Source: an optimization exercise on an open RTL-to-GDS flow (aim: a short achievable clock period and few clock cycles). Production flows keep margins and buffers that such runs may drop. Where RTL was checked, it was by simulation tests only, not by an equivalence proof against the original. No functional check of the RTL was part of run 2. Power figures rest on the tool's default switching activity, not on a simulated workload.

==> flow/flow/run.sh <==
#!/bin/bash
# The standard layout, with two changes after the standard synthesis (which
# runs unchanged first):
#  - the platform's delay cells (clkdlybuf4s*, dlygate4sd*, dlymetal6s*) are
#    added to its don't-use cells, so timing repair sizes with plain buffers;
#  - the port buffers that buffer_ports inserts are buf_4 (it otherwise picks
#    clkdlybuf4s50_1, a delay cell).
# Each make run writes its full output to a log here; ORFS's own per-step logs
# are under orfs/logs.
set -euo pipefail
PLATFORM_DONT_USE="sky130_fd_sc_hd__probe_p_8 sky130_fd_sc_hd__probec_p_8 sky130_fd_sc_hd__lpflow_bleeder_1 sky130_fd_sc_hd__lpflow_clkbufkapwr_1 sky130_fd_sc_hd__lpflow_clkbufkapwr_16 sky130_fd_sc_hd__lpflow_clkbufkapwr_2 sky130_fd_sc_hd__lpflow_clkbufkapwr_4 sky130_fd_sc_hd__lpflow_clkbufkapwr_8 sky130_fd_sc_hd__lpflow_clkinvkapwr_1 sky130_fd_sc_hd__lpflow_clkinvkapwr_16 sky130_fd_sc_hd__lpflow_clkinvkapwr_2 sky130_fd_sc_hd__lpflow_clkinvkapwr_4 sky130_fd_sc_hd__lpflow_clkinvkapwr_8 sky130_fd_sc_hd__lpflow_decapkapwr_12 sky130_fd_sc_hd__lpflow_decapkapwr_3 sky130_fd_sc_hd__lpflow_decapkapwr_4 sky130_fd_sc_hd__lpflow_decapkapwr_6 sky130_fd_sc_hd__lpflow_decapkapwr_8 sky130_fd_sc_hd__lpflow_inputiso0n_1 sky130_fd_sc_hd__lpflow_inputiso0p_1 sky130_fd_sc_hd__lpflow_inputiso1n_1 sky130_fd_sc_hd__lpflow_inputiso1p_1 sky130_fd_sc_hd__lpflow_inputisolatch_1 sky130_fd_sc_hd__lpflow_isobufsrc_1 sky130_fd_sc_hd__lpflow_isobufsrc_16 sky130_fd_sc_hd__lpflow_isobufsrc_2 sky130_fd_sc_hd__lpflow_isobufsrc_4 sky130_fd_sc_hd__lpflow_isobufsrc_8 sky130_fd_sc_hd__lpflow_isobufsrckapwr_16 sky130_fd_sc_hd__lpflow_lsbuf_lh_hl_isowell_tap_1 sky130_fd_sc_hd__lpflow_lsbuf_lh_hl_isowell_tap_2 sky130_fd_sc_hd__lpflow_lsbuf_lh_hl_isowell_tap_4 sky130_fd_sc_hd__lpflow_lsbuf_lh_isowell_4 sky130_fd_sc_hd__lpflow_lsbuf_lh_isowell_tap_1 sky130_fd_sc_hd__lpflow_lsbuf_lh_isowell_tap_2 sky130_fd_sc_hd__lpflow_lsbuf_lh_isowell_tap_4"
DELAY_CELLS="sky130_fd_sc_hd__clkdlybuf4s15_1 sky130_fd_sc_hd__clkdlybuf4s15_2 \
sky130_fd_sc_hd__clkdlybuf4s18_1 sky130_fd_sc_hd__clkdlybuf4s18_2 \
sky130_fd_sc_hd__clkdlybuf4s25_1 sky130_fd_sc_hd__clkdlybuf4s25_2 \
sky130_fd_sc_hd__clkdlybuf4s50_1 sky130_fd_sc_hd__clkdlybuf4s50_2 \
sky130_fd_sc_hd__dlygate4sd1_1 sky130_fd_sc_hd__dlygate4sd2_1 sky130_fd_sc_hd__dlygate4sd3_1 \
sky130_fd_sc_hd__dlymetal6s2s_1 sky130_fd_sc_hd__dlymetal6s4s_1 sky130_fd_sc_hd__dlymetal6s6s_1"
bash standard.sh synth > synth.log 2>&1
bash standard.sh "DONT_USE_CELLS=$PLATFORM_DONT_USE $DELAY_CELLS" \
  "BUFFER_PORTS_ARGS=-buffer_cell sky130_fd_sc_hd__buf_4" finish > layout.log 2>&1
==> flow/standard.sh <==
#!/bin/bash
# synth_recipe.tcl (not shown) runs the flow's synth.tcl, then flattens the netlist and writes it again
# the make line also repeats each setting of config.mk as NAME=value (left out here)
make -C /OpenROAD-flow-scripts/flow DESIGN_CONFIG=/design/flow/config.mk WORK_HOME=/design/flow/orfs CLKGATE_MAP_FILE= SYNTH_SCRIPT=/design/flow/synth_recipe.tcl "${@:-finish}"
==> flow/config.mk <==
export PLATFORM = sky130hd
export DESIGN_NAME = icache_dm
export DESIGN_NICKNAME = icache_dm
export VERILOG_FILES = /design/flow/design.v
export SDC_FILE = /design/flow/constraint.sdc
export NUM_CORES = 4
export LEC_CHECK = 0
export ABC_CLOCK_PERIOD_IN_PS = 2000
export CAP_MARGIN = 20
export CORE_MARGIN = 2
export CORE_UTILIZATION = 45
export SETUP_SLACK_MARGIN = 2.4
export SLEW_MARGIN = 20
==> flow/constraint.sdc <==
create_clock -name core_clock -period 5.0 [get_ports {clk}]
set_input_delay 1.0000 -clock core_clock [delete_from_list [all_inputs] [get_ports {clk}]]
set_output_delay 1.0000 -clock core_clock [all_outputs]
set_load 0.01 [all_outputs]
==> flow/design.v <==
module icache_dm #(
    parameter int NUM_SETS   = 16,
    parameter int LINE_WORDS = 4
) (
    input  logic        clk,
    input  logic        reset,
    input  logic        req_valid_i,
    output logic        req_ready_o,
    input  logic [31:0] req_addr_i,
    output logic        resp_valid_o,
    input  logic        resp_ready_i,
    output logic [31:0] resp_data_o,
    output logic [31:0] resp_addr_o,
    output logic        mem_req_valid_o,
    input  logic        mem_req_ready_i,
    output logic [31:0] mem_req_addr_o,
    input  logic        mem_resp_valid_i,
    input  logic [31:0] mem_resp_data_i,
    input  logic        flush_i
);
    localparam int OFF_W   = $clog2(LINE_WORDS);
    localparam int IDX_W   = $clog2(NUM_SETS);
    localparam int TAG_LSB = OFF_W + IDX_W + 2;
    localparam int TAG_W   = 32 - TAG_LSB;
    localparam int LA_W    = 32 - OFF_W - 2;       
    localparam int OUTS    = 32;                   
    localparam int QD      = OUTS;                 
    localparam int LD      = (OUTS < 16) ? OUTS : 16;  
    localparam int ID_W    = $clog2(OUTS) + 2;     
    localparam int BN_W    = ID_W + OFF_W;         
    localparam int CNT_W   = $clog2(OUTS + 1);
    localparam int WORDS   = NUM_SETS * LINE_WORDS;
    logic [NUM_SETS-1:0]   valid_q;
    logic [TAG_W-1:0]      tag_q  [NUM_SETS];
    logic [31:0]           data_q [WORDS];         
    logic [NUM_SETS-1:0][LINE_WORDS-1:0] arr_q;   
    logic [NUM_SETS-1:0][LINE_WORDS-1:0] arr_d;
    logic [ID_W-1:0]       pid_q  [NUM_SETS];      
    logic                  ref_act_q;
    logic [IDX_W-1:0]      ref_idx_q;
    logic [BN_W-1:0]       beat_no_q;              
    logic [BN_W-1:0]       beat_no1_q;             
    logic [BN_W-1:0]       beat_no2_q;
    logic [WORDS-1:0]      wsel_q;                 
    logic [ID_W-1:0]       miss_seq_q;             
    logic           ref_act_d;                     
    logic [IDX_W-1:0] ref_idx_d;
    wire            beat      = ref_act_q && mem_resp_valid_i;
    wire            last_beat = beat && (beat_no_q[OFF_W-1:0] == OFF_W'(LINE_WORDS - 1));
    wire [ID_W-1:0] ref_id    = beat_no_q[BN_W-1:OFF_W];
    wire [BN_W-1:0] beat_no1  = beat_no1_q;
    wire [BN_W-1:0] beat_no_d = beat ? beat_no1_q : beat_no_q;
    logic                  rdy_q, rdy_n_q;         
    logic [CNT_W-1:0]      outs_q;                 
    logic                  a_v_q, a_f_q, a_hit_q;
    logic [31:0]           a_addr_q;
    logic [LINE_WORDS-1:0][31:0] a_line_q;         
    logic [NUM_SETS-1:0]   a_dec_q;                
    logic                  a_rs_q;                 
    logic [LINE_WORDS-1:0] a_arr_q;                
    logic                  a_fw_q;                 
    logic [OFF_W-1:0]      a_fw_off_q;
    logic [31:0]           lb_data_q;              
    logic                  take;
    assign req_ready_o = rdy_q;
    wire acc = req_valid_i && !rdy_n_q;
    wire [CNT_W-1:0] outs_d = outs_q + CNT_W'(acc) - CNT_W'(take);
    logic            rdy_d;
    wire [IDX_W-1:0] r_idx = req_addr_i[TAG_LSB-1:OFF_W+2];
    wire [TAG_W-1:0] r_tag = req_addr_i[31:TAG_LSB];
    wire [OFF_W-1:0] l_off = a_addr_q[OFF_W+1:2];
    wire [IDX_W-1:0] l_idx = a_addr_q[TAG_LSB-1:OFF_W+2];
    wire [TAG_W-1:0] l_tag = a_addr_q[31:TAG_LSB];
    logic [NUM_SETS-1:0] a_hitv;
    logic [LINE_WORDS-1:0][31:0] a_line_d;
    wire a_same = a_v_q && (l_idx == r_idx);       
    wire a_hitl = (r_tag == l_tag);
    always_comb begin
        for (int i = 0; i < NUM_SETS; i++)
            a_hitv[i] = valid_q[i] && (r_tag == tag_q[i]);
        for (int w = 0; w < LINE_WORDS; w++)
            a_line_d[w] = data_q[{r_idx, OFF_W'(w)}];
    end
    always_ff @(posedge clk or posedge reset) begin
        if (reset) begin
            rdy_q  <= 1'b0;
            rdy_n_q <= 1'b1;
            outs_q <= '0;
            a_v_q  <= 1'b0;
            a_f_q  <= 1'b0;
        end else begin
            outs_q <= outs_d;
            rdy_q  <= rdy_d;
            rdy_n_q <= !rdy_d;
            a_v_q  <= acc;
            a_f_q  <= flush_i;
        end
    end
    always_ff @(posedge clk) begin
        if (acc) begin
            a_addr_q   <= req_addr_i;
            a_hit_q    <= a_same ? a_hitl : (a_hitv[r_idx] && !a_f_q);
            a_line_q   <= a_line_d;
            a_fw_q     <= beat && (ref_idx_q == r_idx);
            a_rs_q     <= (ref_idx_d == r_idx);
            for (int w = 0; w < LINE_WORDS; w++)
                a_arr_q[w] <= !(l_miss && (l_idx == r_idx)) &&
                              (arr_q[r_idx][w] ||
                               (beat && ref_cur_q && (ref_idx_q == r_idx) &&
                                (beat_no_q[OFF_W-1:0] == OFF_W'(w))));
            for (int i = 0; i < NUM_SETS; i++) a_dec_q[i] <= (r_idx == IDX_W'(i));
            a_fw_off_q <= beat_no_q[OFF_W-1:0];
        end
        if (beat) lb_data_q <= mem_resp_data_i;
    end
    wire l_hit  = a_hit_q && !a_f_q;
    wire l_miss = a_v_q && !l_hit;
    wire [ID_W-1:0] l_pid = pid_q[l_idx];
    wire [ID_W-1:0] l_id  = l_hit ? l_pid : miss_seq_q;
    logic ref_cur_q;
    wire l_beat_wr = beat && a_rs_q && (beat_no_q[OFF_W-1:0] == l_off);
    logic            l1_v_q, l1_hit_q, l1_have_q, l1_e0_q, l1_e1_q;
    logic [BN_W-1:0] l1_bn_q;
    logic [31:0]     l1_addr_q, l1_data_q;
    always_ff @(posedge clk or posedge reset) begin
        if (reset) l1_v_q <= 1'b0;
        else       l1_v_q <= a_v_q;
    end
    always_ff @(posedge clk) begin
        if (a_v_q) begin
            l1_hit_q  <= l_hit;
            l1_have_q <= l_hit && (a_arr_q[l_off] || (l_beat_wr && ref_cur_q));
            l1_bn_q   <= {l_id, l_off};
            l1_e0_q   <= l_hit ? (beat ? ({l_pid, l_off} == beat_no1_q) : ({l_pid, l_off} == beat_no_q))
                               : (beat ? ({miss_seq_q, l_off} == beat_no1_q) : ({miss_seq_q, l_off} == beat_no_q));
            l1_e1_q   <= l_hit ? (beat ? ({l_pid, l_off} == beat_no2_q) : ({l_pid, l_off} == beat_no1_q))
                               : (beat ? ({miss_seq_q, l_off} == beat_no2_q) : ({miss_seq_q, l_off} == beat_no1_q));
            l1_addr_q <= a_addr_q;
            if (l_beat_wr)
                l1_data_q <= mem_resp_data_i;
            else if (a_fw_q && (a_fw_off_q == l_off))
                l1_data_q <= lb_data_q;
            else
                l1_data_q <= a_line_q[l_off];
        end
    end
    wire        l2_now  = beat && l1_hit_q && !l1_have_q && l1_e0_q;
    wire        l2_have = l1_have_q || l2_now;
    wire [31:0] l2_data = l2_now ? mem_resp_data_i : l1_data_q;
    wire        l2_mt   = beat ? l1_e1_q : l1_e0_q;
    logic [QD-1:0]           s_v, s_have, s_mt;    
    logic [QD-1:0][BN_W-1:0] s_bn;
    logic [QD-1:0][31:0]     s_addr_r, s_data_r;   
    logic                    out_v, out_n_q;       
    logic [31:0]             resp_addr_q, resp_data_q;
    wire [QD-1:0][31:0] s_addr = {s_addr_r[QD-1:1], ~s_addr_r[0]};
    wire [QD-1:0][31:0] s_data = {s_data_r[QD-1:1], ~s_data_r[0]};
    assign resp_valid_o = out_v;
    assign resp_data_o  = resp_data_q;
    assign resp_addr_o  = resp_addr_q;
    assign take         = !out_n_q && resp_ready_i;
    logic [QD-1:0] cap, mt1;
    always_comb begin
        for (int k = 0; k < QD; k++) begin
            cap[k] = beat && s_mt[k] && !s_have[k];
            mt1[k] = (s_bn[k] == beat_no1);
        end
    end
    logic [QD-1:0]           n_v, n_have, n_mt;
    logic [QD-1:0][BN_W-1:0] n_bn;
    logic [QD-1:0][31:0]     n_addr;
    logic [QD-1:0][31:0]     n_data;
    logic [QD-1:0]           c_v, c_have, c_cap, c_mt, c_wr;
    logic [QD-1:0][BN_W-1:0] c_bn;
    logic [QD-1:0][31:0]     c_addr, c_data;
    always_comb begin
        for (int k = 0; k < QD; k++) begin
            if (k + 1 < QD) begin
                c_v[k]    = take ? s_v[k+1]    : s_v[k];
                c_have[k] = take ? s_have[k+1] : s_have[k];
                c_cap[k]  = take ? cap[k+1]    : cap[k];
                c_mt[k]   = take ? (beat ? mt1[k+1] : s_mt[k+1]) : (beat ? mt1[k] : s_mt[k]);
                c_bn[k]   = take ? s_bn[k+1]   : s_bn[k];
                c_addr[k] = take ? s_addr[k+1] : s_addr[k];
                c_data[k] = take ? (cap[k+1] ? mem_resp_data_i : s_data[k+1])
                                 : (cap[k]   ? mem_resp_data_i : s_data[k]);
            end else begin
                c_v[k]    = take ? 1'b0 : s_v[k];
                c_have[k] = s_have[k];
                c_cap[k]  = cap[k];
                c_mt[k]   = beat ? mt1[k] : s_mt[k];
                c_bn[k]   = s_bn[k];
                c_addr[k] = s_addr[k];
                c_data[k] = cap[k] ? mem_resp_data_i : s_data[k];
            end
            if (k == 0) c_wr[k] = l1_v_q && !c_v[k];
            else        c_wr[k] = l1_v_q && !c_v[k] && (take ? s_v[k] : s_v[k-1]);
            if (c_wr[k]) begin
                n_v[k]    = 1'b1;
                n_have[k] = l2_have;
                n_mt[k]   = l2_mt;
                n_bn[k]   = l1_bn_q;
                n_addr[k] = l1_addr_q;
                n_data[k] = l2_data;
            end else begin
                n_v[k]    = c_v[k];
                n_have[k] = c_have[k] || c_cap[k];
                n_mt[k]   = c_mt[k];
                n_bn[k]   = c_bn[k];
                n_addr[k] = c_addr[k];
                n_data[k] = c_data[k];
            end
        end
    end
    always_ff @(posedge clk or posedge reset) begin
        if (reset) begin
            s_v    <= '0;
            s_have <= '0;
            out_v  <= 1'b0;
            out_n_q <= 1'b1;
        end else begin
            s_v    <= n_v;
            s_have <= n_have;
            out_v  <= n_v[0] && n_have[0];
            out_n_q <= !(n_v[0] && n_have[0]);
        end
    end
    always_ff @(posedge clk) begin
        s_mt   <= n_mt;
        s_bn   <= n_bn;
        s_addr_r    <= {n_addr[QD-1:1], ~n_addr[0]};
        s_data_r    <= {n_data[QD-1:1], ~n_data[0]};
        resp_addr_q <= n_addr[0];
        resp_data_q <= n_data[0];
    end
    logic [LD-1:0]            m_v_r, m_v_d, m_src_v, m_wr;    
    logic [LD-1:0][LA_W-1:0]  m_a_r, m_a_d, m_src_a;
    logic                     mreq_v_q;
    logic [LA_W-1:0]          mreq_a_q;
    wire [LD-1:0]           m_v = {m_v_r[LD-1:1], ~m_v_r[0]};
    wire [LD-1:0][LA_W-1:0] m_a = {m_a_r[LD-1:1], ~m_a_r[0]};
    assign mem_req_valid_o = mreq_v_q;
    assign mem_req_addr_o  = {mreq_a_q, {(OFF_W + 2){1'b0}}};
    wire m_acc = m_v[0] && mem_req_ready_i;
    always_comb begin
        for (int k = 0; k < LD; k++) begin
            if (k + 1 < LD) begin
                m_src_v[k] = m_acc ? m_v[k+1] : m_v[k];
                m_src_a[k] = m_acc ? m_a[k+1] : m_a[k];
            end else begin
                m_src_v[k] = m_acc ? 1'b0 : m_v[k];
                m_src_a[k] = m_a[k];
            end
            if (k == 0) m_wr[k] = !m_src_v[k];
            else        m_wr[k] = !m_src_v[k] && (m_acc ? m_v[k] : m_v[k-1]);
            m_v_d[k] = m_wr[k] ? l_miss : m_src_v[k];
            m_a_d[k] = m_wr[k] ? a_addr_q[31:OFF_W+2] : m_src_a[k];
        end
    end
    always_ff @(posedge clk or posedge reset) begin
        if (reset) begin
            m_v_r    <= LD'(1);
            mreq_v_q <= 1'b0;
        end else begin
            m_v_r    <= {m_v_d[LD-1:1], ~m_v_d[0]};
            mreq_v_q <= m_v_d[0];
        end
    end
    always_ff @(posedge clk) begin
        m_a_r    <= {m_a_d[LD-1:1], ~m_a_d[0]};
        mreq_a_q <= m_a_d[0];
    end
    always_comb begin
        for (int i = 0; i < NUM_SETS; i++)
            for (int w = 0; w < LINE_WORDS; w++)
                arr_d[i][w] = !(l_miss && a_dec_q[i]) &&
                              (arr_q[i][w] || (beat && ref_cur_q && wsel_q[i * LINE_WORDS + w]));
    end
    generate
        if (LD < OUTS) begin : g_lq_room
            wire lq_over1 = m_v[LD-2] || (l_miss && m_v[LD-3]);    
            wire lq_over0 = m_v[LD-1] || (l_miss && m_v[LD-2]);    
            assign rdy_d = (outs_d < CNT_W'(OUTS)) && !(acc ? lq_over1 : lq_over0);
        end else begin : g_no_lq_room
            assign rdy_d = (outs_d < CNT_W'(OUTS));
        end
    endgenerate
    always_comb begin
        ref_act_d = ref_act_q && !last_beat;
        ref_idx_d = ref_idx_q;
        if (m_acc) begin
            ref_act_d = 1'b1;
            ref_idx_d = m_a[0][IDX_W-1:0];
        end
    end
    always_ff @(posedge clk or posedge reset) begin
        if (reset) begin
            ref_act_q  <= 1'b0;
            ref_cur_q  <= 1'b0;
            ref_idx_q  <= '0;
            beat_no_q  <= '0;
            beat_no1_q <= BN_W'(1);
            beat_no2_q <= BN_W'(2);
            wsel_q     <= '0;
            miss_seq_q <= '0;
            valid_q    <= '0;
            arr_q      <= '0;
        end else begin
            ref_act_q <= ref_act_d;
            if (m_acc)
                ref_cur_q <= (pid_q[m_a[0][IDX_W-1:0]] == beat_no_d[BN_W-1:OFF_W]) &&
                             !(l_miss && (l_idx == m_a[0][IDX_W-1:0]));
            else if (l_miss && (l_idx == ref_idx_q))
                ref_cur_q <= 1'b0;
            ref_idx_q <= ref_idx_d;
            beat_no_q <= beat_no_d;
            if (beat) begin
                beat_no1_q <= beat_no2_q;
                beat_no2_q <= beat_no2_q + BN_W'(1);
            end
            for (int j = 0; j < WORDS; j++)
                wsel_q[j] <= ref_act_d && ({ref_idx_d, beat_no_d[OFF_W-1:0]} == (IDX_W + OFF_W)'(j));
            arr_q <= arr_d;
            if (a_f_q) valid_q <= '0;
            for (int i = 0; i < NUM_SETS; i++) begin
                if (l_miss && a_dec_q[i]) valid_q[i] <= 1'b1;
            end
            if (l_miss) begin
                miss_seq_q     <= miss_seq_q + ID_W'(1);
            end
        end
    end
    always_ff @(posedge clk) begin
        for (int i = 0; i < NUM_SETS; i++) begin
            if (a_v_q && a_dec_q[i])  tag_q[i] <= l_tag;    
            if (l_miss && a_dec_q[i]) pid_q[i] <= miss_seq_q;
        end
        for (int j = 0; j < WORDS; j++)
            if (mem_resp_valid_i && wsel_q[j]) data_q[j] <= mem_resp_data_i;
    end
endmodule
==> flow_metrics.py, run 1 <==
metrics = {
    "status": {
        "status": "finished clean",
    },
    "timing": {
        "hold_slack_ns": 0.07325,
        "fmax_ghz": 0.3628,
        "slew_viol_final": 0,
        "fin_worst_skew_ns": 0.08527,
        "finalCritPeriodShare_pct": 55.12,
        "final-setup-viol-count": 0,
        "worstMarginPinSlew_ns": 1.220,
        "grt_setup_unrepaired": "true",
        "final_hold_fails": 0,
        "finalSetupTns_ns": 0,
        "timing.final.crit_period_ns": 2.756,
        "max_slew_margin_vs_limit_pct": 18.68,
    },
    "logic_synthesis": {
        "post_synth_num_cell_types": 81,
        "post_synth.cell_area_avg_um2": 13.91,
        "synth_edf_count": 4475,
        "post_synth_main_area_contributors": "sky130_fd_sc_hd__edfxtp_1 55%, sky130_fd_sc_hd__dfxtp_1 9.9%, sky130_fd_sc_hd__mux2_2 7.2%",
        "ys_seq_elements": 5960,
        "synth_cells": 17549,
        "synth-warning-count": 4,
        "async_flop_share_pct": 4.664,
        "yosysTopAreaCellShare_pct": 55.04,
        "synth_top_cell_by_area": "sky130_fd_sc_hd__edfxtp_1",
        "synth.cell_area_mm2": 0.2441,
        "ys_dominant_reg_cell": "sky130_fd_sc_hd__edfxtp_1",
        "ys_seq_area_share_pct": 67.79,
    },
    "global_routing": {
        "total_global_routing_track_utilization_pct": 28.42,
        "grt_pass1_wl_mm": 1139,
        "grt_remaining_overflow": 0,
        "grt_pass1_vias": 153429,
        "maximum_number_of_pins_on_one_net_before_global_route_repair": 153,
        "antenna_violations_before_repair": 75,
    },
    "placement": {
        "finalWeightedCongestion": 0.8954,
        "dpl_cell_area_mm2": 0.2550,
        "dpl.hpwl_mm": 482.4,
        "port-buffer-count": 165,
    },
    "drt": {
        "detail_route.drc_violations": 0,
        "wl_cell_um": 32.00,
        "firstDrtPassIters": 14,
        "ant_nets": 0,
        "drt_iter0_markers": 24465,
        "detailroute.via_count": 162595,
        "drt-total-wl_mm": 823.5,
        "detail_route.vias_per_cell": 6.319,
    },
    "floorplan": {
        "dieArea_mm2": 0.5484,
        "start_util_pct": 45.17,
        "floorplan.rows": 270,
        "die_x_um": 740.6,
        "ioPinCount": 170,
        "core_region_area_mm2": 0.5405,
        "die_h_um": 740.6,
    },
    "layout": {
        "drive_gt1_share_pct": 22.29,
        "layout_common_cells": "4475 x sky130_fd_sc_hd__edfxtp_1, 1566 x sky130_fd_sc_hd__mux2_2, 1161 x sky130_fd_sc_hd__dfxtp_1, 917 x sky130_fd_sc_hd__nand2_1, 809 x sky130_fd_sc_hd__nor2_1",
        "area_delta_synth_final_pct": 15.33,
        "finalInstanceArea_mm2": 0.2816,
        "mostFrequentLayoutCell": "sky130_fd_sc_hd__edfxtp_1",
        "fillers": 44989,
        "num-nets-final": 18047,
    },
    "worst_setup_path": {
        "required_ns": 5.97,
        "worst_setup_path_start_kind": "flop",
        "critical_path.max_fanout": 8,
        "critPathKind": "reg2reg",
        "timing.critical_path.to_type": "flop",
        "timing.critical_path.arrival_ns": 3.72,
    },
    "clock_network": {
        "tritoncts_clock_tree": "yes",
        "worst_setup_hold_path_clk_slew_ns": 0.06,
        "clockBufferDepth": 4,
        "cts.htree.levels": 6,
        "ctsRootBufferMaster": "sky130_fd_sc_hd__clkbuf_16",
        "holdBufCountCts": 0,
        "clock_insertion_delay_worst_skew_ns": 1.14,
        "numCtsBuffers": 632,
        "clkSinkCount": 5960,
    },
    "power_and_ir_drop": {
        "vdd_drop_max_v": 0.0004124,
        "fin_total_pwr_mw": 163.7,
        "power_density_mw_per_mm2": 581.5,
        "power.static_leakage_nw": 99.54,
    },
    "min_path": {
        "min-delay-path-class": "in2reg",
    },
    "run": {
        "max_cap_violations": 0,
    },
}
## cell usage after synthesis, types with 23 or more instances
cell / count
sky130_fd_sc_hd__dfrtp_1: 273
sky130_fd_sc_hd__nor3_1: 69
sky130_fd_sc_hd__buf_2: 304
sky130_fd_sc_hd__buf_1: 111
sky130_fd_sc_hd__o21ai_1: 39
sky130_fd_sc_hd__mux4_2: 56
sky130_fd_sc_hd__a22oi_1: 731
sky130_fd_sc_hd__edfxtp_1: 4475
sky130_fd_sc_hd__dfxtp_1: 1207
sky130_fd_sc_hd__nand4_1: 261
sky130_fd_sc_hd__o22ai_1: 62
sky130_fd_sc_hd__a22o_1: 109
sky130_fd_sc_hd__nor4_1: 94
sky130_fd_sc_hd__nor2b_1: 44
sky130_fd_sc_hd__nand2b_1: 23
sky130_fd_sc_hd__a21boi_0: 36
sky130_fd_sc_hd__nor2_1: 851
sky130_fd_sc_hd__nor3b_1: 67
sky130_fd_sc_hd__xor2_1: 414
sky130_fd_sc_hd__a222oi_1: 454
sky130_fd_sc_hd__nand3_1: 417
sky130_fd_sc_hd__nand3b_1: 46
sky130_fd_sc_hd__o211ai_1: 329
sky130_fd_sc_hd__clkbuf_1: 1203
sky130_fd_sc_hd__and2_1: 118
sky130_fd_sc_hd__o22a_1: 448
sky130_fd_sc_hd__mux2i_1: 335
sky130_fd_sc_hd__inv_1: 159
sky130_fd_sc_hd__nand2_1: 966
sky130_fd_sc_hd__a221oi_1: 138
sky130_fd_sc_hd__a21o_1: 26
sky130_fd_sc_hd__mux2_2: 1568
sky130_fd_sc_hd__a21oi_1: 803
sky130_fd_sc_hd__xnor2_1: 374
sky130_fd_sc_hd__o21a_1: 37
sky130_fd_sc_hd__o21ai_0: 757
## final cells by class
class,instances,area (um2),area share [%]
tap,7208,9019,3.203
multi-input combinational,9815,74310,26.39
timing repair inverter,2,17.52,0.006221
sequential,5960,165600,58.83
antenna,43,107.6,0.03821
inverter,162,661.9,0.2351
clock buffer,883,17660,6.272
clock inverter,265,2128,0.7559
timing repair buffer,1394,12030,4.272
## state kept, by name (all words and copies together) (netlist names), 64 cells and up
register,count
a_line_q,128
wsel_q,64
data_q,2048
s_addr_r,1024
tag_q,384
s_data_r,1024
m_a_r,448
s_bn,226
arr_q,64
pid_q,112
## worst paths after layout
| path | from | endpoint | slack (ns) | cells past startpoint |
|---|---|---|---|---|
| max in group asynchronous | reset | valid_q[5] | 3.59 | 3 |
| setup reg to reg | a_addr_q[4] | l1_e0_q | 2.24 | 12 |
| hold / removal | flush_i | a_f_q | 0.07 | 1 |
| setup / recovery | a_addr_q[4] | l1_e0_q | 2.24 | 12 |
| min in group asynchronous | reset | ref_act_q | 0.57 | 3 |
| hold reg to reg | a_addr_q[0] | l1_addr_q[0] | 0.42 | 0 |
## routing by layer
layer	share of wire [%]	vias to the layer above	wire (um)	GRT usage, %
met5	0.055	-	457	0.2271
met4	5.9	40	48470	14.36
met2	45	9444	371100	43.97
met1	38	82438	314100	37.48
met3	11	2077	89350	6.833
li1	-	68596	-	-
## critical path: stages (launching register included)
cell and delay, ns:
sky130_fd_sc_hd__edfxtp_1 0.42, sky130_fd_sc_hd__buf_6 0.17, sky130_fd_sc_hd__buf_4 0.15, sky130_fd_sc_hd__buf_16 0.14, sky130_fd_sc_hd__and3_4 0.17, sky130_fd_sc_hd__a211oi_4 0.27
sky130_fd_sc_hd__a211oi_2 0.11, sky130_fd_sc_hd__o32ai_4 0.23, sky130_fd_sc_hd__buf_6 0.17, sky130_fd_sc_hd__xor2_1 0.15, sky130_fd_sc_hd__nand3_1 0.10, sky130_fd_sc_hd__nor4_2 0.35
sky130_fd_sc_hd__a221o_1 0.20
## metrics by stage
step | setup slack (ns) | cells | util [%]
detailed placement | 0.9605 | 24073 | 47.18
finish | 2.244 | 25732 | 52.09
CTS | 2.222 | 25462 | 51.59
floorplan | 0.3247 | 17552 | -
global placement | 1.003 | 24070 | 47.17
global route | 2.165 | 25695 | 52.08
## logic make-up (layout without fill, tap and decap cells)
family	Yosys count	in the layout	synth area share (%)
AOI/OAI and AO/OA	4059	4062	11.67
xor gates and xnor gates	788	788	2.827
adders and majority gates	9	9	0.04920
buffers and inverters	1791	2706	2.930
DFF	5960	5960	67.79
muxes	1960	1960	9.129
other	1	47	0.001536
and+or+nand+nor	2981	2992	5.598
## repair_timing
item                       in CTS  in global routing
setup buffers                 209                182
cloned                         32                 41
setup endpoints to repair    4477               3158
pin swaps                      53                 38
resized for setup             451                240
## report_power, final
| group | total (mW) | internal (mW) | switching (mW) |
|---|---|---|---|
| Combinational | 43.0 | 17.5 | 25.5 |
| Sequential | 75.1 | 68.3 | 6.74 |
| Clock | 45.7 | 25.9 | 19.7 |
Testbench counts, summed over its fixed seeds: cycles 34,079.
==> run 2, diff against run 1 <==
--- a/flow/design.v
+++ b/flow/design.v
@@ -23,7 +23,7 @@
     localparam int TAG_LSB = OFF_W + IDX_W + 2;
     localparam int TAG_W   = 32 - TAG_LSB;
     localparam int LA_W    = 32 - OFF_W - 2;       
-    localparam int OUTS    = 32;                   
+    localparam int OUTS    = 16;                   
     localparam int QD      = OUTS;                 
     localparam int LD      = (OUTS < 16) ? OUTS : 16;  
     localparam int ID_W    = $clog2(OUTS) + 2;     
@@ -115,8 +115,7 @@
     end
     wire l_hit  = a_hit_q && !a_f_q;
     wire l_miss = a_v_q && !l_hit;
-    wire [ID_W-1:0] l_pid = pid_q[l_idx];
-    wire [ID_W-1:0] l_id  = l_hit ? l_pid : miss_seq_q;
+    wire [ID_W-1:0] l_id  = l_hit ? pid_q[l_idx] : miss_seq_q;
     logic ref_cur_q;
     wire l_beat_wr = beat && a_rs_q && (beat_no_q[OFF_W-1:0] == l_off);
     logic            l1_v_q, l1_hit_q, l1_have_q, l1_e0_q, l1_e1_q;
@@ -131,10 +130,8 @@
             l1_hit_q  <= l_hit;
             l1_have_q <= l_hit && (a_arr_q[l_off] || (l_beat_wr && ref_cur_q));
             l1_bn_q   <= {l_id, l_off};
-            l1_e0_q   <= l_hit ? (beat ? ({l_pid, l_off} == beat_no1_q) : ({l_pid, l_off} == beat_no_q))
-                               : (beat ? ({miss_seq_q, l_off} == beat_no1_q) : ({miss_seq_q, l_off} == beat_no_q));
-            l1_e1_q   <= l_hit ? (beat ? ({l_pid, l_off} == beat_no2_q) : ({l_pid, l_off} == beat_no1_q))
-                               : (beat ? ({miss_seq_q, l_off} == beat_no2_q) : ({miss_seq_q, l_off} == beat_no1_q));
+            l1_e0_q   <= beat ? ({l_id, l_off} == beat_no1_q) : ({l_id, l_off} == beat_no_q);
+            l1_e1_q   <= beat ? ({l_id, l_off} == beat_no2_q) : ({l_id, l_off} == beat_no1_q);
             l1_addr_q <= a_addr_q;
             if (l_beat_wr)
                 l1_data_q <= mem_resp_data_i;
==> run 2 against run 1 <==
The layout now fails its checks (antenna rules). Synthesized cell count down 29%. Highest routed layer unchanged. Clock power down 23%. First-iteration DRC count down 26%. Sequential share of layout area up 4.0 points. Largest cell class unchanged. Worst setup slack better by 0.014 ns. Critical path type unchanged. Global-route usage down 1.9 points. Largest power group unchanged. Hold slack better by 0.17 ns. Routed wire length down 30%.
==> flow_metrics.py, run 2 <==
metrics = {
    "status": {
        "status": "complete, but fails checks",
        "so.violations": "antenna rules",
    },
    "floorplan": {
        "die_h_um": 648.5,
        "ioPinCount": 170,
        "floorplan.rows": 236,
        "die_x_um": 648.5,
        "dieArea_mm2": 0.4205,
        "start_util_pct": 45.21,
        "core_region_area_mm2": 0.4134,
    },
    "logic_synthesis": {
        "ys_dominant_reg_cell": "sky130_fd_sc_hd__edfxtp_1",
        "async_flop_share_pct": 5.087,
        "synth-warning-count": 4,
        "post_synth.cell_area_avg_um2": 15.05,
        "synth_edf_count": 3818,
        "yosys-top-cells-count": "3818 x sky130_fd_sc_hd__edfxtp_1, 941 x sky130_fd_sc_hd__mux2_2, 820 x sky130_fd_sc_hd__clkbuf_1",
        "yosysTopAreaCellShare_pct": 61.34,
        "post_synth_main_area_contributors": "sky130_fd_sc_hd__edfxtp_1 61%, sky130_fd_sc_hd__dfxtp_1 7.3%, sky130_fd_sc_hd__mux2_2 5.7%",
        "synth_cells": 12423,
        "synth.cell_area_mm2": 0.1869,
        "ys_seq_elements": 4738,
        "synth_top_cell_by_area": "sky130_fd_sc_hd__edfxtp_1",
        "post_synth_num_cell_types": 83,
        "synthMostInstantiatedCell": "sky130_fd_sc_hd__edfxtp_1",
        "ys_seq_area_share_pct": 71.84,
    },
    "placement": {
        "port-buffer-count": 165,
        "finalWeightedCongestion": 0.8543,
        "dpl.hpwl_mm": 337.5,
    },
    "global_routing": {
        "total_global_routing_track_utilization_pct": 26.49,
        "grt_pass1_vias": 112910,
        "grt_remaining_overflow": 0,
        "grt_pass1_wl_mm": 816.2,
        "antenna_violations_before_repair": 52,
        "maximum_number_of_pins_on_one_net_before_global_route_repair": 109,
    },
    "worst_setup_path": {
        "critPathKind": "reg2reg",
        "critical_path.endpoint": "l1_e1_q",
        "timing.critical_path.from": "a_addr_q[7]",
        "cp_top_family": "compound AO/OA/AOI/OAI gates",
        "r2r-start": "a_addr_q[7]",
        "timing.critical_path.to_type": "flop",
        "critical_path_cell_count": 10,
        "reg2regPathDepth": 10,
        "worst_setup_path_start_kind": "flop",
        "critical-path-max-stage-delay_ns": 0.44,
        "critical_path.max_fanout": 21,
        "required_ns": 5.82,
        "timing.critical_path.arrival_ns": 3.56,
        "worst_path_max_delay_cell": "sky130_fd_sc_hd__o31a_4",
        "rr_endpoint": "l1_e1_q",
        "crit_path_cells": "buf_1 > buf_6 > nor2b_4 > a22oi_2 > o221ai_2 > o31a_4 > xnor2_2 > nand3_4 > nor4_4 > a22o_1",
        "path_buf_inv": 2,
        "r2r_setup_slack_ns": 2.26,
    },
    "clock_network": {
        "worst_setup_hold_path_clk_slew_ns": 0.06,
        "clkSinkCount": 4738,
        "numCtsBuffers": 473,
        "tritoncts_clock_tree": "yes",
        "clock_insertion_delay_worst_skew_ns": 1.05,
        "cts.htree.levels": 5,
        "clockBufferDepth": 4,
        "ctsRootBufferMaster": "sky130_fd_sc_hd__clkbuf_16",
        "holdBufCountCts": 0,
    },
    "min_path": {
        "min-delay-path-class": "in2reg",
        "critical_hold_path_startpoint": "flush_i",
        "whs_path_depth": 1,
    },
    "power_and_ir_drop": {
        "fin_total_pwr_mw": 121.0,
        "power.static_leakage_nw": 73.02,
        "vdd_drop_max_v": 0.0004367,
        "power_density_mw_per_mm2": 566.3,
    },
    "drt": {
        "ant_nets": 1,
        "wl_cell_um": 30.75,
        "drt-total-wl_mm": 573.3,
        "detail_route.vias_per_cell": 6.255,
        "firstDrtPassIters": 15,
        "detail_route.drc_violations": 0,
        "drt_iter0_markers": 18049,
        "detailroute.via_count": 116613,
    },
    "layout": {
        "drive_gt1_share_pct": 20.97,
        "num-nets-final": 12834,
        "top_regs": "data_q x2048, s_addr_r x512, s_data_r x512",
        "regMostFlops": "data_q",
        "largest_register_ffs": 2048,
        "fillers": 33528,
        "area_delta_synth_final_pct": 14.35,
        "layout_common_cells": "3818 x sky130_fd_sc_hd__edfxtp_1, 941 x sky130_fd_sc_hd__mux2_2, 744 x sky130_fd_sc_hd__a22oi_1, 704 x sky130_fd_sc_hd__a21oi_1, 692 x sky130_fd_sc_hd__nor2_1",
        "finish.utilization_pct": 51.70,
        "mostFrequentLayoutCell": "sky130_fd_sc_hd__edfxtp_1",
    },
    "run": {
        "max_cap_violations": 0,
    },
    "timing": {
        "hold_slack_ns": 0.2460,
        "worstMarginPinSlew_ns": 1.181,
        "fmax_ghz": 0.3647,
        "finalCritPeriodShare_pct": 54.84,
        "final-setup-viol-count": 0,
        "grt_setup_unrepaired": "true",
        "timing.final.crit_period_ns": 2.742,
        "finalSetupTns_ns": 0,
        "fin_worst_skew_ns": 0.1034,
        "slew_viol_final": 0,
        "max_slew_margin_vs_limit_pct": 21.27,
        "final_hold_fails": 0,
    },
}
run 2: routing by layer:
metal	vias up	GRT usage, %	wire, um
met3	936	5.382	62330
met4	18	6.794	15740
met2	6591	41.82	263000
li1	49307	-	-
met1	59761	37.51	232100
met5	-	0	108
run 2: how the worst min path moves through the flow:
stage | endpoint | slack, ns
after floorplan | l1_addr_q[0] | 0.40
after global placement | l1_addr_q[1] | 0.41
after detailed placement | l1_addr_q[0] | 0.41
after CTS | a_f_q | 0.18
after global routing | a_f_q | 0.19
final | a_f_q | 0.25
run 2: cell type report:
type	instances	area, um2	share of cell area, %
Clock inverter	226	2262	1.058
Timing Repair inverter	3	32.53	0.01522
Tap cell	5474	6849	3.205
Antenna cell	21	52.55	0.02459
Timing Repair Buffer	876	6777	3.171
Sequential cell	4738	134300	62.85
Multi-Input combinational cell	6498	49800	23.30
Inverter	165	689.4	0.3226
Clock buffer	642	12940	6.054
run 2: worst reg2reg max path: stages, from the launching register on:
cell	delay (ns)
sky130_fd_sc_hd__edfxtp_1	0.42
sky130_fd_sc_hd__buf_1	0.13
sky130_fd_sc_hd__buf_6	0.18
sky130_fd_sc_hd__nor2b_4	0.20
sky130_fd_sc_hd__a22oi_2	0.23
sky130_fd_sc_hd__o221ai_2	0.13
sky130_fd_sc_hd__o31a_4	0.44
sky130_fd_sc_hd__xnor2_2	0.23
sky130_fd_sc_hd__nand3_4	0.10
sky130_fd_sc_hd__nor4_4	0.33
sky130_fd_sc_hd__a22o_1	0.19
run 2: what timing repair did:
action,in CTS,in global routing
setup endpoints to repair,2787,1291
pin swaps,43,18
setup buffers,118,83
resized for setup,284,125
gates cloned,17,12
run 2: cells by family after synthesis:
family | Yosys count | share of synthesized area [%]
flip-flops | 4738 | 71.84
AO/OA/AOI/OAI | 2841 | 10.88
AND/OR/NAND/NOR | 1896 | 4.768
buffers and inverters | 1204 | 2.534
multiplexers | 1142 | 7.130
XOR/XNOR | 593 | 2.779
adder cells (fa/ha/maj) | 8 | 0.05757
other | 1 | 0.002006
run 2: per-stage QoR:
step	area [um2]	cells	setup WS, ns
after global routing	213700	18624	2.175
after CTS	212600	18526	2.280
final	213700	18643	2.258
after global placement	195300	17519	0.7295
after detailed placement	195300	17523	0.7384
after floorplan	187300	12426	0.7930
run 2: report_power, final:
group,internal (mW),switching (mW)
combinational,11.4,16.4
clock,19.9,15.2
sequential,53.6,4.53
==> run 3, diff against run 2 <==
--- a/flow/design.v
+++ b/flow/design.v
@@ -23,7 +23,7 @@
     localparam int TAG_LSB = OFF_W + IDX_W + 2;
     localparam int TAG_W   = 32 - TAG_LSB;
     localparam int LA_W    = 32 - OFF_W - 2;       
-    localparam int OUTS    = 16;                   
+    localparam int OUTS    = 32;                   
     localparam int QD      = OUTS;                 
     localparam int LD      = (OUTS < 16) ? OUTS : 16;  
     localparam int ID_W    = $clog2(OUTS) + 2;     
==> run 3 against run 2 <==
The run now finishes clean. Sequential cell count increased by 1222. Via count increased by 39%. Global-route usage increased by 2.1 points. Largest power group unchanged. Critical endpoint is now l1_e0_q. Routed wire length increased by 47%. Area after synthesis increased by 31%. Clock power increased by 32%. Fmax decreased by 6.7%. Hold slack got worse by 0.17 ns. Non-clock buffer count increased by 460.
==> flow_metrics.py, run 3 <==
metrics = {
    "placement": {
        "placed_cells_incl_taps": 24016,
        "pre_cts_ws_ns": 0.9714,
        "dpl.hpwl_mm": 494.8,
        "finalWeightedCongestion": 0.8934,
        "dpl_cell_area_mm2": 0.2550,
        "port-buffer-count": 165,
    },
    "timing": {
        "timing.final.crit_period_ns": 2.939,
        "final_hold_fails": 0,
        "finalSetupTns_ns": 0,
        "fmax_ghz": 0.3403,
        "final-setup-viol-count": 0,
        "setup_slack_ns": 2.061,
        "worstMarginPinSlew_ns": 1.201,
        "max_slew_margin_vs_limit_pct": 19.93,
        "hold_slack_ns": 0.07616,
        "fin_worst_skew_ns": 0.1019,
        "slew_viol_final": 0,
        "finalCritPeriodShare_pct": 58.78,
        "grt_setup_unrepaired": "true",
    },
    "worst_setup_path": {
        "required_ns": 5.81,
        "timing.critical_path.to_type": "flop",
        "critPathKind": "reg2reg",
        "worst_setup_path_start_kind": "flop",
        "critical_path.max_fanout": 6,
        "timing.critical_path.arrival_ns": 3.75,
    },
    "logic_synthesis": {
        "async_flop_share_pct": 4.664,
        "synth-warning-count": 4,
        "ys_seq_area_share_pct": 67.78,
        "ys_dominant_reg_cell": "sky130_fd_sc_hd__edfxtp_1",
        "synth_cells": 17532,
        "synth_edf_count": 4475,
        "post_synth.cell_area_avg_um2": 13.93,
        "synth_top_cell_by_area": "sky130_fd_sc_hd__edfxtp_1",
        "ys_seq_elements": 5960,
        "yosys-top-cells-count": "4475 x sky130_fd_sc_hd__edfxtp_1, 1603 x sky130_fd_sc_hd__mux2_2, 1320 x sky130_fd_sc_hd__clkbuf_1",
        "yosysTopAreaCellShare_pct": 55.04,
        "post_synth_num_cell_types": 89,
        "post_synth_main_area_contributors": "sky130_fd_sc_hd__edfxtp_1 55%, sky130_fd_sc_hd__dfxtp_1 9.9%, sky130_fd_sc_hd__mux2_2 7.4%",
        "synthMostInstantiatedCell": "sky130_fd_sc_hd__edfxtp_1",
        "synth.cell_area_mm2": 0.2442,
    },
    "layout": {
        "area_delta_synth_final_pct": 15.94,
        "mostFrequentLayoutCell": "sky130_fd_sc_hd__edfxtp_1",
        "finalInstanceArea_mm2": 0.2831,
        "num-nets-final": 17999,
        "finish.utilization_pct": 52.37,
        "regMostFlops": "data_q",
        "top_regs": "data_q x2048, s_addr_r x1024, s_data_r x1024",
        "largest_register_ffs": 2048,
        "layout_common_cells": "4475 x sky130_fd_sc_hd__edfxtp_1, 1588 x sky130_fd_sc_hd__mux2_2, 1144 x sky130_fd_sc_hd__dfxtp_1, 874 x sky130_fd_sc_hd__nand2_1, 808 x sky130_fd_sc_hd__nor2_1",
        "final_cells": 25653,
        "drive_gt1_share_pct": 22.77,
    },
    "clock_network": {
        "worst_setup_hold_path_clk_slew_ns": 0.06,
        "numCtsBuffers": 630,
        "clockBufferDepth": 4,
        "clock_insertion_delay_worst_skew_ns": 1.12,
        "ctsRootBufferMaster": "sky130_fd_sc_hd__clkbuf_16",
        "clkSinkCount": 5960,
        "cts.htree.levels": 6,
        "tritoncts_clock_tree": "yes",
    },
    "power_and_ir_drop": {
        "vdd_drop_max_v": 0.0004030,
        "power_density_mw_per_mm2": 587.8,
        "fin_total_pwr_mw": 166.4,
        "power.static_leakage_nw": 100.3,
    },
    "drt": {
        "firstDrtPassIters": 13,
        "wl_cell_um": 32.76,
        "drt-total-wl_mm": 840.4,
        "detail_route.drc_violations": 0,
        "detailroute.via_count": 162403,
        "drt_iter0_markers": 24276,
        "detail_route.vias_per_cell": 6.331,
        "ant_nets": 0,
    },
    "global_routing": {
        "grt_pass1_wl_mm": 1146,
        "antenna_violations_before_repair": 38,
        "total_global_routing_track_utilization_pct": 28.63,
        "maximum_number_of_pins_on_one_net_before_global_route_repair": 121,
        "grt_remaining_overflow": 0,
        "grt_pass1_vias": 152618,
    },
    "status": {
        "status": "finished clean",
    },
    "floorplan": {
        "core_region_area_mm2": 0.5405,
        "start_util_pct": 45.17,
        "dieArea_mm2": 0.5485,
        "ioPinCount": 170,
        "floorplan.rows": 270,
        "die_x_um": 740.6,
        "die_h_um": 740.6,
    },
    "min_path": {
        "min-delay-path-class": "in2reg",
    },
    "run": {
        "max_cap_violations": 0,
    },
}
## run 3: changes by cell type after synthesis, sizes merged, moves of 71 or more
| cell | change |
|---|---|
| mux2 | +661 |
| edfxtp | +657 |
| dfxtp | +528 |
| nand2 | +514 |
| o21ai | +504 |
| clkbuf | +500 |
| nand3 | +294 |
| o211ai | +255 |
| o22a | +247 |
| mux2i | +218 |
| xor2 | +187 |
| nor2 | +133 |
| buf | +78 |
| a22oi | -71 |
## run 3: where the power goes
part	internal [mW]	switching (mW)	leakage, nW
clock network	26.4	20.0	9.88
logic	18.1	26.2	35.5
registers	68.4	7.31	54.9
total	113	53.5	100
## run 3: cell type report
type,count,area (um2)
Multi-Input combinational cell,9813,74900
Clock inverter,280,2763
Fill cell,44846,257400
Inverter,174,724.4
Timing Repair Buffer,1336,12340
Tap cell,7208,9019
Clock buffer,858,17500
Timing Repair inverter,4,70.07
Antenna cell,20,50.05
Sequential cell,5960,165700
## run 3: kinds of logic after synthesis
| family | after synthesis | share of synthesized area (%) |
|---|---|---|
| other | 1 | 0.001536 |
| and+or+nand+nor | 2970 | 5.622 |
| buffers and inverters | 1791 | 2.844 |
| AOI/OAI and AO/OA | 4026 | 11.61 |
| adders and majority gates | 9 | 0.04920 |
| DFF | 5960 | 67.78 |
| muxes | 2019 | 9.380 |
| xor gates and xnor gates | 756 | 2.712 |
## run 3: critical path, cell delays in order (launching register included)
cell                       delay [ns]
sky130_fd_sc_hd__edfxtp_1        0.38
sky130_fd_sc_hd__buf_6           0.16
sky130_fd_sc_hd__buf_12          0.14
sky130_fd_sc_hd__or4_4           0.55
sky130_fd_sc_hd__buf_2           0.19
sky130_fd_sc_hd__o21ai_0         0.31
sky130_fd_sc_hd__o21bai_4        0.23
sky130_fd_sc_hd__buf_1           0.13
sky130_fd_sc_hd__nand2_2         0.18
sky130_fd_sc_hd__o221ai_1        0.28
sky130_fd_sc_hd__o22ai_2         0.13
## run 3: worst paths after layout
check,startpoint,endpoint,slack [ns],cells after the start
min in group asynchronous,reset,mreq_v_q,0.14,4
min reg2reg,a_addr_q[1],l1_addr_q[1],0.42,0
min,req_addr_i[0],a_addr_q[0],0.08,1
max reg2reg,a_addr_q[6],l1_e0_q,2.06,10
max in group asynchronous,reset,out_v,3.64,5
max,a_addr_q[6],l1_e0_q,2.06,10
## run 3: timing repair
item | CTS | global route
hold buffers | 2 | 0
setup buffers | 167 | 206
cloned | 25 | 78
pin swaps | 49 | 72
endpoints found under the setup margin | 4266 | 2443
resized for setup | 515 | 504
hold endpoints to repair | 12 | 0
## run 3: layer usage
metal	vias to the layer above	GRT usage (%)	part of all wire (%)
met5	-	0	0.017
met4	12	12.58	5.2
met3	1681	4.398	9.5
met2	9101	45.97	46
met1	83102	38.74	39
li1	68507	-	-
Testbench counts of run 3, summed over its fixed seeds: cycles 34,079.

[port drivers added, routing unchanged]
Ports are ideal in the flow. The routed layouts listed here were re-timed in OpenROAD.
Step 1 sets driving cells, clkbuf_16 on the clock port and buf_2 on the other inputs (assumed; they add their load-dependent delay and slew).
Step 2, shift: input delay + t, output delay - t, t = (earliest + latest rising clock arrival at the registers) / 2. This alone moves slack from input paths to output paths.
Slacks: ideal / step 1 / step 2; pairs: ideal / step 1.
run | t (ns) | setup slack, ns | hold slack, ns | slew at the worst register clock pin (ns)
run 1 | 1.227 | 2.244 / 2.185 / 1.055 | 0.073 / -0.023 / 0.420 | 0.06 / 0.06
run 2 | 1.104 | 2.258 / 2.213 / 1.109 | 0.246 / 0.163 / 0.425 | 0.07 / 0.07
run 3 | 1.208 | 2.061 / 2.061 / 0.997 | 0.076 / -0.019 / 0.425 | 0.07 / 0.07
The setup slack of run 1, which loses most, moves by -0.059 ns with the drivers and by -1.189 ns with both steps.
